Background: an optimization exercise with open tools, aiming at small area and a short achievable clock period. Do not read the settings as production practice. Only simulation tests tie the RTL to the original design; equivalence was not proved. Power and IR drop assume default switching activity.

==> job 6685: inputs <==
==> flow/design.v <==
module hyperbus_responder #(
    parameter int unsigned MemWords = 256,
    parameter logic [15:0] IdValue  = 16'h0C81
) (
    input  logic        clk_i,
    input  logic        rst_i,
    input  logic        cs_ni,
    input  logic [15:0] dq_i,
    input  logic [1:0]  rwds_i,
    input  logic [3:0]  lat_i,
    input  logic        add_lat_i,
    output logic [15:0] dq_o,
    output logic        dq_oe_o,
    output logic        rwds_o,
    output logic        rwds_oe_o
);
    logic st_idle_q, st_ca1_q, st_ca2_q, st_lat_q, st_read_q, st_write_q, st_regwr_q, st_drain_q;
    logic st_lat_n, st_read_n, st_write_n, st_regwr_n, st_drain_n;
    logic [4:0]  cnt_q, cnt_d;
    logic        add_lat_q;
    logic        is_read_q, is_reg_q, linear_q, reg_sel_q;
    logic [31:0] xb_q, xb_d;        
    logic [2:0]  xp_q, xp_d;        
    logic [2:0]  xp_s;              
    logic [31:0] ab_q;              
    logic [7:0]  ap_q;              
    logic [15:0] dq_q;
    logic [15:0] cr0_q;
    logic [15:0] bw_q [8];          
    logic [15:0] bw_s [8];
    logic [15:0] mem_q [256];
    logic [3:0]  lat_nz_s;
    logic [4:0]  lat_eff_s;
    logic [15:0] rd_data_s;
    logic        rd_n_q;            
    logic        rwds_en_n_q;       
    logic        rwds_v_q;          
    logic [15:0] mem_rd_s;
    logic        lat_done_s, to_data_s, adv_n_s;
    always_comb begin
        lat_nz_s   = (lat_i == 4'd0) ? 4'd1 : lat_i;
        lat_eff_s  = add_lat_i ? {lat_nz_s, 1'b0} : {1'b0, lat_nz_s};
        lat_done_s = (cnt_q == 5'd1);
        to_data_s  = st_lat_q && lat_done_s;
        st_regwr_n = st_ca2_q && is_reg_q && !is_read_q;
        st_lat_n   = (st_ca2_q && !(is_reg_q && !is_read_q)) || (st_lat_q && !lat_done_s);
        st_read_n  = st_read_q || (to_data_s && is_read_q);
        st_write_n = st_write_q || (to_data_s && !is_read_q);
        st_drain_n = st_drain_q || st_regwr_q;
        if (st_idle_q)     cnt_d = lat_eff_s;
        else if (st_lat_q) cnt_d = cnt_q - 5'd1;
        else               cnt_d = cnt_q;
        adv_n_s = st_read_n || st_write_n || (st_lat_n && cnt_d == 5'd1 && is_read_q);
    end
    always_ff @(posedge clk_i) begin
        if (rst_i || cs_ni) begin
            st_idle_q  <= 1'b1;
            st_ca1_q   <= 1'b0;
            st_ca2_q   <= 1'b0;
            st_lat_q   <= 1'b0;
            st_read_q  <= 1'b0;
            st_write_q <= 1'b0;
            st_regwr_q <= 1'b0;
            st_drain_q <= 1'b0;
        end else begin
            st_idle_q  <= 1'b0;
            st_ca1_q   <= st_idle_q;
            st_ca2_q   <= st_ca1_q;
            st_lat_q   <= st_lat_n;
            st_read_q  <= st_read_n;
            st_write_q <= st_write_n;
            st_regwr_q <= st_regwr_n;
            st_drain_q <= st_drain_n;
        end
        if (rst_i || cs_ni) begin
            rd_n_q      <= 1'b1;
            rwds_en_n_q <= 1'b0;
            rwds_v_q    <= 1'b0;
        end else begin
            rwds_v_q    <= st_read_n || (st_idle_q ? add_lat_i : add_lat_q);
            rd_n_q      <= !st_read_n;
            rwds_en_n_q <= !(st_idle_q || st_ca1_q || st_read_n);
        end
        cnt_q <= cnt_d;
        if (st_idle_q) begin
            add_lat_q <= add_lat_i;
            is_read_q <= dq_i[15];
            is_reg_q  <= dq_i[14];
            linear_q  <= dq_i[13];
        end
        if (st_ca2_q) reg_sel_q <= dq_i[0];
    end
    always_comb begin
        xp_s = st_ca2_q ? dq_i[2:0] : xp_q;
        xp_d = adv_n_s ? xp_s + 3'd1 : xp_s;
        xb_d = xb_q;
        if (st_ca1_q) begin
            for (int i = 0; i < 32; i++) xb_d[i] = (dq_i[4:0] == 5'(i));
        end else if (adv_n_s && xp_s == 3'd7) begin
            if (linear_q) begin
                xb_d = {xb_q[30:0], xb_q[31]};
            end else begin
                for (int i = 0; i < 32; i++) xb_d[i] = xb_q[i ^ 1];
            end
        end
    end
    always_ff @(posedge clk_i) begin
        xb_q <= xb_d;
        xp_q <= xp_d;
        ab_q <= xb_q;
        for (int p = 0; p < 8; p++) ap_q[p] <= (xp_s == 3'(p));
    end
    always_ff @(posedge clk_i) begin
        if (rst_i)
            cr0_q <= 16'h8F1F;
        else if (!cs_ni && st_regwr_q && reg_sel_q)
            cr0_q <= dq_i;
    end
    for (genvar p = 0; p < 8; p++) begin : g_pos
        for (genvar b = 0; b < 16; b++) begin : g_bit
            logic [31:0] col;
            for (genvar i = 0; i < 32; i++) begin : g_col
                assign col[i] = mem_q[8*i+p][b];
            end
            hbr_rd32 u_rd (.a(col), .s(xb_q), .y_n(bw_s[p][b]));
        end
    end
    always_comb begin
        mem_rd_s = '0;
        for (int p = 0; p < 8; p++) mem_rd_s = mem_rd_s | ({16{ap_q[p]}} & ~bw_q[p]);
        if (is_reg_q) rd_data_s = reg_sel_q ? cr0_q : IdValue;
        else          rd_data_s = mem_rd_s;
    end
    always_ff @(posedge clk_i) begin
        for (int p = 0; p < 8; p++) bw_q[p] <= bw_s[p];
        dq_q <= rd_data_s;
    end
    logic [1:0]   wr_be_s;
    logic [7:0]   wr_p_n_s [2];
    logic [31:0]  ab_n_s;
    logic [511:0] wr_en_s;
    always_comb begin
        wr_be_s = (!cs_ni && !rst_i && st_write_q) ? ~rwds_i : 2'b00;
        for (int b = 0; b < 2; b++) wr_p_n_s[b] = ~(ap_q & {8{wr_be_s[b]}});
        ab_n_s = ~ab_q;
    end
    for (genvar w = 0; w < 256; w++) begin : g_wen
        for (genvar b = 0; b < 2; b++) begin : g_byte
            hbr_nor2 u_e (.a({ab_n_s[w / 8], wr_p_n_s[b][w % 8]}), .y(wr_en_s[2*w+b]));
        end
    end
    always_ff @(posedge clk_i) begin
        for (int w = 0; w < 256; w++) begin
            if (wr_en_s[2*w])   mem_q[w][7:0]  <= dq_i[7:0];
            if (wr_en_s[2*w+1]) mem_q[w][15:8] <= dq_i[15:8];
        end
    end
    assign dq_o      = dq_q;
    hbr_oe u_dq_oe (.cs_ni(cs_ni), .rst_i(rst_i), .off_n(rd_n_q), .oe(dq_oe_o));
    hbr_oe u_rwds_oe (.cs_ni(cs_ni), .rst_i(rst_i), .off_n(rwds_en_n_q), .oe(rwds_oe_o));
    hbr_ao21 u_rwds (.a1(st_idle_q), .a2(add_lat_i), .b1(rwds_v_q), .y(rwds_o));
endmodule
module hbr_rd32 (
    input  logic [31:0] a,
    input  logic [31:0] s,
    output logic        y_n
);
    logic [10:0] t_n;
    logic [2:0]  g;
    for (genvar t = 0; t < 10; t++) begin : g_t
        hbr_aoi222 u_t (.a(a[3*t+2:3*t]), .s(s[3*t+2:3*t]), .y_n(t_n[t]));
    end
    hbr_aoi22 u_t10 (.a(a[31:30]), .s(s[31:30]), .y_n(t_n[10]));
    hbr_nand4 u_g0 (.a(t_n[3:0]), .y(g[0]));
    hbr_nand4 u_g1 (.a(t_n[7:4]), .y(g[1]));
    hbr_nand3 u_g2 (.a(t_n[10:8]), .y(g[2]));
    hbr_nor3 u_y (.a(g), .y(y_n));
endmodule
module hbr_aoi22 (
    input  logic [1:0] a,
    input  logic [1:0] s,
    output logic       y_n
);
    assign y_n = !((a[0] && s[0]) || (a[1] && s[1]));
endmodule
module hbr_nand3 (
    input  logic [2:0] a,
    output logic       y
);
    assign y = !(&a);
endmodule
module hbr_aoi222 (
    input  logic [2:0] a,
    input  logic [2:0] s,
    output logic       y_n
);
    assign y_n = !((a[0] && s[0]) || (a[1] && s[1]) || (a[2] && s[2]));
endmodule
module hbr_nand4 (
    input  logic [3:0] a,
    output logic       y
);
    assign y = !(&a);
endmodule
module hbr_nor3 (
    input  logic [2:0] a,
    output logic       y
);
    assign y = !(|a);
endmodule
module hbr_oe (
    input  logic cs_ni,
    input  logic rst_i,
    input  logic off_n,
    output logic oe
);
    assign oe = !(cs_ni || rst_i || off_n);
endmodule
module hbr_ao21 (
    input  logic a1,
    input  logic a2,
    input  logic b1,
    output logic y
);
    assign y = (a1 && a2) || b1;
endmodule
module hbr_nor2 (
    input  logic [1:0] a,
    output logic       y
);
    assign y = !(|a);
endmodule
==> flow/flow/run.sh <==
#!/bin/bash
set -euo pipefail
bash standard.sh 'BUFFER_PORTS_ARGS=-buffer_cell sky130_fd_sc_hd__buf_4' finish > standard_flow.log 2>&1
==> flow/standard.sh <==
#!/bin/bash
# synth_recipe.tcl (not shown) runs the flow's synth.tcl, then flattens the netlist and writes it again
# the make line also repeats each setting of config.mk as NAME=value (left out here)
make -C /OpenROAD-flow-scripts/flow DESIGN_CONFIG=/design/flow/config.mk WORK_HOME=/design/flow/orfs CLKGATE_MAP_FILE= SYNTH_SCRIPT=/design/flow/synth_recipe.tcl "${@:-finish}"
==> flow/config.mk <==
export PLATFORM = sky130hd
export DESIGN_NAME = hyperbus_responder
export DESIGN_NICKNAME = hyperbus_responder
export VERILOG_FILES = /design/flow/design.v
export SDC_FILE = /design/flow/constraint.sdc
export NUM_CORES = 4
export LEC_CHECK = 0
export CAP_MARGIN = 20
export CORE_MARGIN = 2
export CORE_UTILIZATION = 45
export CTS_CLUSTER_DIAMETER = 80
export CTS_CLUSTER_SIZE = 30
export SETUP_SLACK_MARGIN = 2.1
export SLEW_MARGIN = 20
export SYNTH_HIERARCHICAL = 1
export SYNTH_MINIMUM_KEEP_SIZE = 0
export TNS_END_PERCENT = 100
==> flow/constraint.sdc <==
create_clock -name core_clock -period 4.5 [get_ports {clk_i}]
set_input_delay 0.9000 -clock core_clock [delete_from_list [all_inputs] [get_ports {clk_i}]]
set_output_delay 0.9000 -clock core_clock [all_outputs]
set_load 0.01 [all_outputs]
==> job 2707 (differences from job 6685) <==
- SETUP_SLACK_MARGIN: 2.1 -> 2.3
==> comparison table <==
| quantity | job 6685 | job 2707 |
|---|---|---|
| Status | complete, no violations | complete, no violations |
| Grt met2 use | 0.422 | 0.437 |
| Overall fraction of global-route tracks in use | 0.269 | 0.282 |
| Fraction of final layout cells with drive strength greater than 1 | 0.181 | 0.197 |
| Ant. Diodes | 9 | 14 |
| Comb power frac | 0.051 | 0.056 |
| DR WL/cell | 38.9 um | 41.1 um |
| Number of global-route vias before repair | 78800 | 80200 |
| Number of standard cells in the final layout excluding fillers | 12200 | 12300 |
| Number of antenna violations at the first check in global routing | 9 | 21 |
| Switching portion of total power | 0.220 | 0.224 |
| Slew @ Worst Pin | 1.22 ns | 1.18 ns |
| Required time of the critical path | 5.23 ns | 3.60 ns |
| Reg2Reg Setup Slack | 1.97 ns | 2.18 ns |
| Fraction of power consumed by the clock network | 0.300 | 0.301 |
| Power drawn by the clock network | 20.6 mW | 20.9 mW |
| Total wire length | 474000 um | 508000 um |

[port drivers added, routing unchanged]
The results above use ideal ports. As a check the final layouts listed here were re-extracted and re-timed, cells and wires unchanged.
Step 1, drivers: a clkbuf_16 drives clk_i and a buf_2 each remaining input, both assumed.
Step 2, shift: input delay + t, output delay - t, t = (earliest + latest rising clock arrival at the registers) / 2. This alone moves slack from input paths to output paths.
a / b / c = no drivers / after step 1 / after step 2; a / b = the first two.
run | t (ns) | setup slack, ns | hold slack, ns
job 6685 | 1.000 | 1.971 / 1.916 / 1.343 | 0.265 / 0.192 / 0.468
job 2707 | 1.020 | 2.039 / 1.935 / 1.427 | 0.294 / 0.218 / 0.475
After both steps every run listed still meets setup and hold. For job 6685, which loses most, drivers alone change the setup slack by -0.055 ns; drivers and shift together by -0.628 ns.
